Source: an optimization exercise on an open RTL-to-GDS flow (aim: small area, a short achievable clock period and few clock cycles). Production flows keep margins and buffers that such runs may drop.
Function was checked by simulation only, so behaviour that the tests miss may differ from the original.

== job 101 ==
## fp_pow_int
module fp_pow_int #(
    parameter int unsigned NBITS = 8
) (
    input  logic             CLK,
    input  logic             RST,
    input  logic             start,
    input  logic [31:0]      X,
    input  logic [NBITS-1:0] N,
    output logic             busy,
    output logic             done,
    output logic [31:0]      result,
    output logic             overflow,
    output logic             underflow
);
For scale: about 3100 cells after synthesis, roughly 110 flip-flops, ~79 I/O pins, about 0.026 mm^2 of cells after synthesis.
clock: 14.0 ns
lec_check: 0
abc_area: 1
cap_margin: 20
core_margin: 2
core_utilization: 65
slew_margin: 20
synth_hierarchical: 1
standard.sh (not shown) runs the stock make flow with config.mk's settings and CLKGATE_MAP_FILE= SYNTH_SCRIPT=/design/flow/synth_recipe.tcl, a recipe that flattens the netlist after the stock synthesis.
==> flow/flow/run.sh <==
#!/bin/bash
# The standard layout, with timing repair (after clock tree synthesis and after
# global routing) aiming at a setup slack of SETUP_SLACK_MARGIN ns instead of 0.
# The clock period and constraints are the standard flow's, unchanged.
set -euo pipefail
bash standard.sh SETUP_SLACK_MARGIN=7 finish > layout.log 2>&1
Both conditions hold for job 101: the flow ran to the end and the final layout passed the timing, design-rule and antenna checks.
Testbench counts of job 101, summed over its fixed seeds: cycles 99,639.
> inputs changed (job 101 -> job 102)
Settings: setting SETUP_SLACK_MARGIN to 5 for the first time; changing CORE_UTILIZATION from 65 to 40.
==> flow/run.sh (new file) <==
#!/bin/bash
# synth_recipe.tcl (not shown) runs the flow's synth.tcl, then flattens the netlist and writes it again
# the make line also repeats each setting of config.mk as NAME=value (left out here)
make -C /OpenROAD-flow-scripts/flow DESIGN_CONFIG=/design/flow/config.mk WORK_HOME=/design/flow/orfs CLKGATE_MAP_FILE= SYNTH_SCRIPT=/design/flow/synth_recipe.tcl finish
removed: flow/flow/run.sh
removed: flow/standard.sh
==> notes.md <==
Iteration count of the initial detailed-routing pass: job 102 and job 101 compared, higher one is job 101
In job 102, the via total after detailed routing came out 2334 below the value in job 101.

Setup of quartz:
Another version of the RTL of fp_pow_int (not shown whole).
For scale: roughly 2500 cells after synthesis, roughly 110 flip-flops, roughly 79 I/O pins, roughly 0.024 mm² of cells after synthesis.
==> flow/config.mk <==
export PLATFORM = sky130hd
export DESIGN_NAME = fp_pow_int
export DESIGN_NICKNAME = fp_pow_int
export VERILOG_FILES = /design/flow/design.v
export SDC_FILE = /design/flow/constraint.sdc
export NUM_CORES = 4
export LEC_CHECK = 0
export CAP_MARGIN = 20
export CORE_MARGIN = 2
export CORE_UTILIZATION = 40
export SLEW_MARGIN = 20
export SYNTH_HIERARCHICAL = 1
==> flow/constraint.sdc <==
create_clock -name core_clock -period 14.0 [get_ports {CLK}]
set_input_delay 2.8000 -clock core_clock [delete_from_list [all_inputs] [get_ports {CLK}]]
set_output_delay 2.8000 -clock core_clock [all_outputs]
set_load 0.01 [all_outputs]
==> flow/flow/run.sh <==
#!/bin/bash
# The standard layout, with timing repair (after clock tree synthesis and after
# global routing) aiming at a setup slack of SETUP_SLACK_MARGIN ns instead of 0.
# The clock period and constraints are the standard flow's, unchanged.
set -euo pipefail
bash standard.sh SETUP_SLACK_MARGIN=7 finish > layout.log 2>&1
Testbench counts of quartz, summed over its fixed seeds: cycles 99,639.
[inputs] tundra vs quartz
- ABC_AREA: unset -> 1
==> flow/flow/run.sh <==
#!/bin/bash
# The standard layout, with timing repair (after clock tree synthesis and after
# global routing) aiming at a setup slack of SETUP_SLACK_MARGIN ns instead of 0.
# The clock period and constraints are the standard flow's, unchanged.
set -euo pipefail
bash standard.sh SETUP_SLACK_MARGIN=10 finish > layout.log 2>&1
Findings:
The maximum frequency from static timing analysis in quartz is 0.886 times that in tundra. Relative to quartz, the finished layout cell area of tundra is higher by 8.8%. Die width (higher): tundra. In tundra relative to quartz, global-route wire length before repair had gone up by a little under 10%. Looking at y dimension of the die across tundra and quartz, the one that comes out higher is tundra. tundra vs quartz, area of the core went up by about 4.7%.
Setup changes, tundra to onyx
==> flow/flow/run.sh <==
#!/bin/bash
# The standard layout, with timing repair (after clock tree synthesis and after
# global routing) aiming at a setup slack of SETUP_SLACK_MARGIN ns instead of 0.
# The clock period and constraints are the standard flow's, unchanged.
set -euo pipefail
bash standard.sh SETUP_SLACK_MARGIN=7 finish > layout.log 2>&1
[summary]
- The filler cell count reported for onyx is smaller than that of tundra by about 1%.
- From tundra to onyx the numbers moved as follows: met1 usage in global routing lost 2.2 points, routed wirelength normalized by instance count shows a reduction of 2.2%, total vias in the final route decreased about 2.4%.
- Endpoint of the most critical setup path = opa[15]$_DFF_P_: onyx; endpoint of the most critical setup path = opa[13]$_DFF_P_: tundra
- onyx reports a lower cell area after layout than tundra does.
- Final cell count (onyx vs. tundra) decreases slightly
- The higher count of instances resized after the clock tree is built of onyx and tundra is in tundra.
- Diff tundra -> onyx: wire length on met1 decreased 950 µm, ratio of cells with drive above 1 in the final layout decreased 3.0 points, met2 routed wirelength decreased 1.5%.
For zinc, these inputs were changed with respect to onyx:
- SETUP_SLACK_MARGIN now 5, previously not set
==> flow/run.sh (new file) <==
#!/bin/bash
# synth_recipe.tcl (not shown) runs the flow's synth.tcl, then flattens the netlist and writes it again
# the make line also repeats each setting of config.mk as NAME=value (left out here)
make -C /OpenROAD-flow-scripts/flow DESIGN_CONFIG=/design/flow/config.mk WORK_HOME=/design/flow/orfs CLKGATE_MAP_FILE= SYNTH_SCRIPT=/design/flow/synth_recipe.tcl finish
removed: flow/flow/run.sh
removed: flow/standard.sh
==> comparison <==
- From onyx to zinc the numbers moved as follows: maximum frequency shrank by about 17%; non-clock buffer count shrank by 134; register area shrank by 26 µm²; actual transition at the worst max-transition pin shrank by 0.11 ns.
- Delta (zinc minus onyx): number of gates given a new drive strength after cts down 283.
- The final reports for zinc and onyx show final standard cell count with taps included and fillers excluded lower in the former.
- zinc: minimum period implied by the final worst setup slack is 1.44 ns higher than what onyx reported.

-- re-timing with driven ports --
In the flow no input, the clock included, has a driving cell. The finished layouts below were timed again as built, in two steps. Step 1, drivers: a clkbuf_16 drives CLK and a buf_2 each remaining input, both assumed. Step 2 adds t to the input delays and takes it off the output delays; t is the mean of the earliest and latest rising clock arrival at the registers after step 1. Input paths then give back, and output paths get back, about the clock's delay inside the block. Slacks: ideal ports / drivers / drivers and shift; pairs: ideal ports / drivers.
| run | t (ns) | setup WS [ns] | hold WS [ns] | latest minus earliest clock arrival (ns) |
|---|---|---|---|---|
| job 101 | 0.409 | 6.377 / 6.377 / 6.377 | 0.535 / 0.535 / 0.535 | 0.019 / 0.019 |
| job 102 | 0.406 | 5.408 / 5.408 / 5.408 | 0.559 / 0.559 / 0.559 | 0.012 / 0.012 |
| quartz | 0.394 | 6.097 / 6.097 / 6.097 | 0.513 / 0.513 / 0.513 | 0.015 / 0.016 |
| tundra | 0.385 | 6.994 / 6.994 / 6.994 | 0.524 / 0.524 / 0.524 | 0.017 / 0.016 |
| onyx | 0.400 | 6.787 / 6.787 / 6.787 | 0.528 / 0.528 / 0.528 | 0.013 / 0.013 |
| zinc | 0.396 | 5.348 / 5.348 / 5.348 | 0.528 / 0.528 / 0.528 | 0.014 / 0.013 |
After both steps setup and hold are still met in every run listed.
